Background: an optimization exercise with open tools, aiming at small area, a short achievable clock period and few clock cycles per item. Do not read the settings as production practice. In this exercise RTL edits were held to simulation tests only and were not proved equivalent to the original. Power is estimated from default activity; no workload was simulated.

Setup of oak:
Design fc_1st_mac_engine, start of the top module:
module fc_1st_mac_engine #(
    parameter int Bit_width   = 16,
    parameter int Frac_bits   = 8,
    parameter int In_Len      = 32,
    parameter int Out_Len     = 16,
    parameter int Waddr_width = 8
) (
    input  logic                        CLK,
    input  logic                        RST_N,
    input  logic                        Start,
    output logic                        Busy,
    output logic                        Done,
    output logic                        Read_Enable,
    output logic [4:0]                  Read_Width,
    input  logic signed [Bit_width-1:0] data_in_0,
    input  logic signed [Bit_width-1:0] data_in_1,
    input  logic signed [Bit_width-1:0] data_in_2,
    input  logic signed [Bit_width-1:0] data_in_3,
    input  logic signed [Bit_width-1:0] data_in_4,
    output logic [Waddr_width-1:0]      Weight_Addr,
    input  logic signed [Bit_width-1:0] weight_in_0,
    input  logic signed [Bit_width-1:0] weight_in_1,
    input  logic signed [Bit_width-1:0] weight_in_2,
    input  logic signed [Bit_width-1:0] weight_in_3,
    input  logic signed [Bit_width-1:0] weight_in_4,
    output logic [3:0]                  Neuron_Idx,
    input  logic signed [Bit_width-1:0] bias_in,
    output logic                        Out_Valid,
    input  logic                        Out_Ready,
    output logic [Bit_width-1:0]        Out_Data
);
Size: roughly 220 I/O pins, about 0.046 sq mm of cells after synthesis.
==> flow/config.mk <==
export PLATFORM = sky130hd
export DESIGN_NAME = fc_1st_mac_engine
export DESIGN_NICKNAME = fc_1st_mac_engine
export VERILOG_FILES = /design/flow/design.v
export SDC_FILE = /design/flow/constraint.sdc
export NUM_CORES = 4
export LEC_CHECK = 0
export CAP_MARGIN = 20
export CORE_MARGIN = 2
export CORE_UTILIZATION = 40
export CTS_CLUSTER_DIAMETER = 100
export CTS_CLUSTER_SIZE = 24
export SLEW_MARGIN = 20
==> flow/constraint.sdc <==
create_clock -name core_clock -period 12.5 [get_ports {CLK}]
set_input_delay 2.5000 -clock core_clock [delete_from_list [all_inputs] [get_ports {CLK}]]
set_output_delay 2.5000 -clock core_clock [all_outputs]
set_load 0.01 [all_outputs]
standard.sh (not shown) runs the stock make flow with config.mk's settings and CLKGATE_MAP_FILE= SYNTH_SCRIPT=/design/flow/synth_recipe.tcl, a recipe that flattens the netlist after the stock synthesis.
==> flow/flow/run.sh <==
#!/bin/bash
# Layout flow: the standard synthesis, then a netlist pass that removes
# the inverters Yosys leaves between full adders (each fa cell may be replaced
# by its dual: same cell, inputs and outputs complemented; registers and
# every other cell keep their function), then the standard layout with the
# port buffers made of sky130_fd_sc_hd__buf_2 instead of the slow delay
# buffer the placer picks by default. Each tool's output goes to a log here.
set -euo pipefail
R="$PWD/orfs/results/$FLOW_PLATFORM/fc_1st_mac_engine/base"
bash standard.sh synth > make_synth.log 2>&1
cp "$R/1_2_yosys.v" "$R/1_2_yosys_std.v"
python3 flow/polarity.py "$R/1_2_yosys_std.v" "$R/1_2_yosys.v" > polarity.log 2>&1
rm -f "$R/1_synth.odb" "$R/1_synth.sdc"
bash standard.sh "BUFFER_PORTS_ARGS=-buffer_cell sky130_fd_sc_hd__buf_2" finish > make_finish.log 2>&1
==> flow/flow/polarity.py <==
#!/usr/bin/env python3
"""Remove needless inverters around full adders in a mapped sky130 netlist.

A full adder is self-dual: FA(~a, ~b, ~c) = (~sum, ~cout). Yosys's extract_fa
picks the polarity of each extracted adder on its own, which leaves an
inverter between many adder pairs. This script chooses, for every fa cell, to
keep it or to use its dual (same cell, all three inputs and both outputs
complemented), so that as few inverters as possible are needed, then rewires
the netlist: every old inverter is removed and at most one new inverter is
made per signal that some reader needs complemented. Registers, ports and all
other cells keep exactly the function they had.

usage: polarity.py IN.v OUT.v
"""
import re
import sys
from collections import defaultdict

INV_RE = re.compile(r"^sky130_fd_sc_hd__(clk)?inv_\d+$")
FA_RE = re.compile(r"^sky130_fd_sc_hd__fa_\d+$")
OUT_PINS = {"X", "Y", "Q", "Q_N", "SUM", "COUT", "HI", "LO"}

src = open(sys.argv[1]).read()

# ---- parse: header (up to the first cell), cells, trailer ----
cell_re = re.compile(r"^  (\S+) (\\\S+ |\S+) \(\n(.*?)\n  \);\n", re.S | re.M)
pin_re = re.compile(r"^\s*\.(\w+)\((.*)\),?$")
cells = []
spans = []
for m in cell_re.finditer(src):
    typ, name, body = m.group(1), m.group(2), m.group(3)
    pins = []
    for line in body.split("\n"):
        pm = pin_re.match(line)
        assert pm, (name, line)
        net = pm.group(2).strip()
        assert "{" not in net and "'" not in net, (name, net)
        pins.append((pm.group(1), net))
    cells.append([typ, name, pins])
    spans.append((m.start(), m.end()))
assert cells
head = src[:spans[0][0]]
tail = src[spans[-1][1]:]
assert tail.strip() == "endmodule", tail[:200]
# everything between cells must be blank
for (s0, e0), (s1, e1) in zip(spans, spans[1:]):
    assert src[e0:s1].strip() == "", src[e0:s1][:200]

ports = set()
for m in re.finditer(r"^\s*(input|output|inout)\s+(\[[^\]]+\]\s*)?(\S+);", head, re.M):
    rng, nm = m.group(2), m.group(3)
    if rng:
        hi, lo = [int(x) for x in rng.strip()[1:-1].split(":")]
        for i in range(min(hi, lo), max(hi, lo) + 1):
            ports.add(f"{nm}[{i}]")
    ports.add(nm)

# ---- inverters: out -> (in) ----
inv_of = {}       # inverter output net -> input net
inv_cells = set()
for i, (typ, name, pins) in enumerate(cells):
    if INV_RE.match(typ):
        d = dict(pins)
        out = d.get("Y")
        if out is None or out in ports:
            continue        # keep inverters that drive ports
        inv_of[out] = d["A"]
        inv_cells.add(i)


def root(net):
    """(root net, polarity) of a net seen through removable inverters."""
    pol = 0
    seen = 0
    while net in inv_of:
        net = inv_of[net]
        pol ^= 1
        seen += 1
        assert seen < 100
    return net, pol


driver = {}   # net -> cell index
for i, (typ, name, pins) in enumerate(cells):
    for p, n in pins:
        if p in OUT_PINS:
            driver[n] = i

fa_cells = [i for i, c in enumerate(cells) if FA_RE.match(c[0])]
is_fa = set(fa_cells)

# consumers of each root: list of (cell index or None for port, pin, pol)
cons = defaultdict(list)
for i, (typ, name, pins) in enumerate(cells):
    if i in inv_cells:
        continue
    for p, n in pins:
        if p in OUT_PINS:
            continue
        r, pol = root(n)
        cons[r].append((i, p, pol))
for n in ports:
    if n in inv_of:
        r, pol = root(n)
        cons[r].append((None, n, pol))

flip = defaultdict(int)


def need_inv(r):
    d = driver.get(r)
    fd = flip[d] if d in is_fa else 0
    for (c, p, pol) in cons[r]:
        fc = flip[c] if (c is not None and c in is_fa) else 0
        if pol ^ fc ^ fd:
            return 1
    return 0


def fa_roots(i):
    """Roots whose cost depends on the flip of fa cell i."""
    rs = set()
    for p, n in cells[i][2]:
        if p in OUT_PINS:
            rs.add(n)
        else:
            rs.add(root(n)[0])
    return rs


before = sum(need_inv(r) for r in cons)
improved = True
rounds = 0
while improved and rounds < 50:
    improved = False
    rounds += 1
    for i in fa_cells:
        rs = fa_roots(i)
        c0 = sum(need_inv(r) for r in rs)
        flip[i] ^= 1
        c1 = sum(need_inv(r) for r in rs)
        if c1 < c0:
            improved = True
        else:
            flip[i] ^= 1
after = sum(need_inv(r) for r in cons)

# ---- rewrite ----
newinv = {}   # root -> complemented net name
k = 0
for r in sorted(cons):
    if need_inv(r):
        newinv[r] = f"_pol{k}_"
        k += 1

removed_nets = set(inv_of.keys())
out_cells = []
for i, (typ, name, pins) in enumerate(cells):
    if i in inv_cells:
        continue
    newpins = []
    for p, n in pins:
        if p not in OUT_PINS:
            r, pol = root(n)
            d = driver.get(r)
            fd = flip[d] if d in is_fa else 0
            fc = flip[i] if i in is_fa else 0
            n = newinv[r] if (pol ^ fc ^ fd) else r
        newpins.append((p, n))
    out_cells.append((typ, name, newpins))
for r, nn in newinv.items():
    out_cells.append(("sky130_fd_sc_hd__inv_1", f"{nn}inv", [("A", r), ("Y", nn)]))

# ports driven through an inverter that was removed cannot happen: those
# inverters were kept above.
decl = "".join(f"  wire {nn};\n" for nn in newinv.values())
# drop declarations of removed scalar inverter nets
head_lines = []
for line in head.split("\n"):
    m = re.match(r"^\s*wire\s+(\S+);\s*$", line)
    if m and m.group(1) in removed_nets:
        continue
    head_lines.append(line)
head = "\n".join(head_lines)


def fmt(typ, name, pins):
    body = ",\n".join(f"    .{p}({n + ' ' if n.startswith(chr(92)) else n})" for p, n in pins)
    return f"  {typ} {name} (\n{body}\n  );\n"


with open(sys.argv[2], "w") as f:
    f.write(head + decl + "".join(fmt(*c) for c in out_cells) + tail)

nflip = sum(1 for i in fa_cells if flip[i])
print(f"polarity: {len(fa_cells)} fa cells, {nflip} flipped, inverters "
      f"{len(inv_cells)} removable -> {len(newinv)} new "
      f"(root count {before} -> {after}), {rounds} rounds")
Testbench counts of oak, summed over its fixed seeds: cycles 7,560, items 1,024.
Input-level comparison between pine and oak:
diff --git a/flow/flow/polarity.py b/flow/flow/polarity.py
--- a/flow/flow/polarity.py
+++ b/flow/flow/polarity.py
@@ -20,0 +21 @@
+XOR_RE = re.compile(r"^sky130_fd_sc_hd__(xor2|xnor2)_(\d+)$")
@@ -90,0 +92,2 @@
+is_xor = set(i for i, c in enumerate(cells) if XOR_RE.match(c[0]))
+flippable = is_fa | is_xor   # an xor/xnor can also give either output polarity
@@ -112 +115 @@
-    fd = flip[d] if d in is_fa else 0
+    fd = flip[d] if d in flippable else 0
@@ -113,0 +117,2 @@
+        if c in is_xor:
+            continue        # an xor/xnor absorbs an inverted input
@@ -126 +131 @@
-        else:
+        elif i in is_fa:
@@ -131,0 +137,41 @@
+
+adj = defaultdict(list)
+for r, lst in cons.items():
+    d = driver.get(r)
+    if d not in flippable:
+        continue
+    for (c, p, pol) in lst:
+        if c is not None and c in is_fa:
+            adj[d].append((c, pol))
+            adj[c].append((d, pol))
+comp_of = {}
+comps = []
+for s0 in sorted(flippable):
+    if s0 in comp_of:
+        continue
+    comp = [s0]
+    comp_of[s0] = len(comps)
+    flip[s0] = 0
+    k0 = 0
+    while k0 < len(comp):
+        u = comp[k0]
+        k0 += 1
+        for v, pol in adj[u]:
+            if v not in comp_of:
+                comp_of[v] = len(comps)
+                flip[v] = flip[u] ^ pol
+                comp.append(v)
+    comps.append(comp)
+for comp in comps:
+    rs = set()
+    for i in comp:
+        rs |= fa_roots(i)
+    c0 = sum(need_inv(r) for r in rs)
+    for i in comp:
+        flip[i] ^= 1
+    c1 = sum(need_inv(r) for r in rs)
+    if c1 >= c0:
+        for i in comp:
+            flip[i] ^= 1
+propagated = sum(need_inv(r) for r in cons)
+
@@ -137 +183 @@
-    for i in fa_cells:
+    for i in sorted(flippable):
@@ -156,0 +203 @@
+ntoggle = [0]
@@ -161,0 +209 @@
+    toggle = 0
@@ -166 +214 @@
-            fd = flip[d] if d in is_fa else 0
+            fd = flip[d] if d in flippable else 0
@@ -168 +216,5 @@
-            n = newinv[r] if (pol ^ fc ^ fd) else r
+            if i in is_xor:
+                toggle ^= pol ^ fd
+                n = r
+            else:
+                n = newinv[r] if (pol ^ fc ^ fd) else r
@@ -169,0 +222,11 @@
+    if i in is_xor:
+        toggle ^= flip[i]
+    if toggle:
+        m = XOR_RE.match(typ)
+        if m.group(1) == "xor2":
+            typ = f"sky130_fd_sc_hd__xnor2_{m.group(2)}"
+            newpins = [("Y" if p == "X" else p, n) for p, n in newpins]
+        else:
+            typ = f"sky130_fd_sc_hd__xor2_{m.group(2)}"
+            newpins = [("X" if p == "Y" else p, n) for p, n in newpins]
+        ntoggle[0] += 1
@@ -198 +261,3 @@
-      f"(root count {before} -> {after}), {rounds} rounds")
+      f"(root count {before} -> {propagated} -> {after}, {len(comps)} groups), {rounds} rounds, "
+      f"{ntoggle[0]} xor/xnor swapped")
+
## What came out
The power attributed to sequential cells on oak is in line with that on pine. Static leakage (pine vs. oak) decreases by a little under 10%. Proportion of final cell area spent on non-clock buffers was higher in the run labelled pine. Sort oak and pine by worst-case vdd ir drop asc -> top: pine. Against oak, pine comes in 0.0073 ns lower on hold slack. Compared oak against pine; fmax within noise. Against oak as the reference, pine delivers a higher number of antenna violations at the first check in global routing. Summary of the comparison: final standard cell count with taps included and fillers excluded is lower in pine, relative to oak. Of the two candidates, oak has the worse wire length and pine the better one. Status: clock skew parity (oak, pine). On non-clock buffer count: pine sits above oak.
Input changes introduced in birch (baseline for comparison: pine):
Settings: a change of SLEW_MARGIN from 20 to 50; a change of CAP_MARGIN from 20 to 50.
## What came out
- In the final reports, the cell area of birch is larger than that of pine.
- From birch to pine, count of pins on the block boundary did not move at all.
- The critical path arrival of birch is lower than that of pine.

-- static timing again, ports no longer ideal --
The flow's constraints put no driver on any port. The routed layouts listed below were extracted and timed again, unchanged, in two steps. Step 1 (the two cells are an assumption about what drives the block):
set clk [get_ports {CLK}]
set_driving_cell -lib_cell sky130_fd_sc_hd__clkbuf_16 $clk
set_driving_cell -lib_cell sky130_fd_sc_hd__buf_2 [delete_from_list [all_inputs] $clk]
Step 2 times the ports against the registers' clock, not the clock port: input delays grow and output delays shrink by t, the midpoint of the rising clock arrivals with the driver on. a / b / c = ideal ports / drivers / drivers and shift; a / b = the first two.
| run | t (ns) | slack for setup (ns) | worst setup path after step 2 | slew at the worst register clock pin (ns) |
|---|---|---|---|---|
| oak | 0.716 | 8.780 / 8.746 / 8.672 | input to register | 0.10 / 0.10 |
| pine | 0.714 | 8.784 / 8.725 / 8.675 | input to register | 0.10 / 0.10 |
| birch | 0.712 | 8.808 / 8.746 / 8.808 | register to register | 0.10 / 0.10 |
After both steps setup and hold are still met in every run listed. The setup slack of pine, which loses most, moves by -0.059 ns with the drivers and by -0.109 ns with both steps.
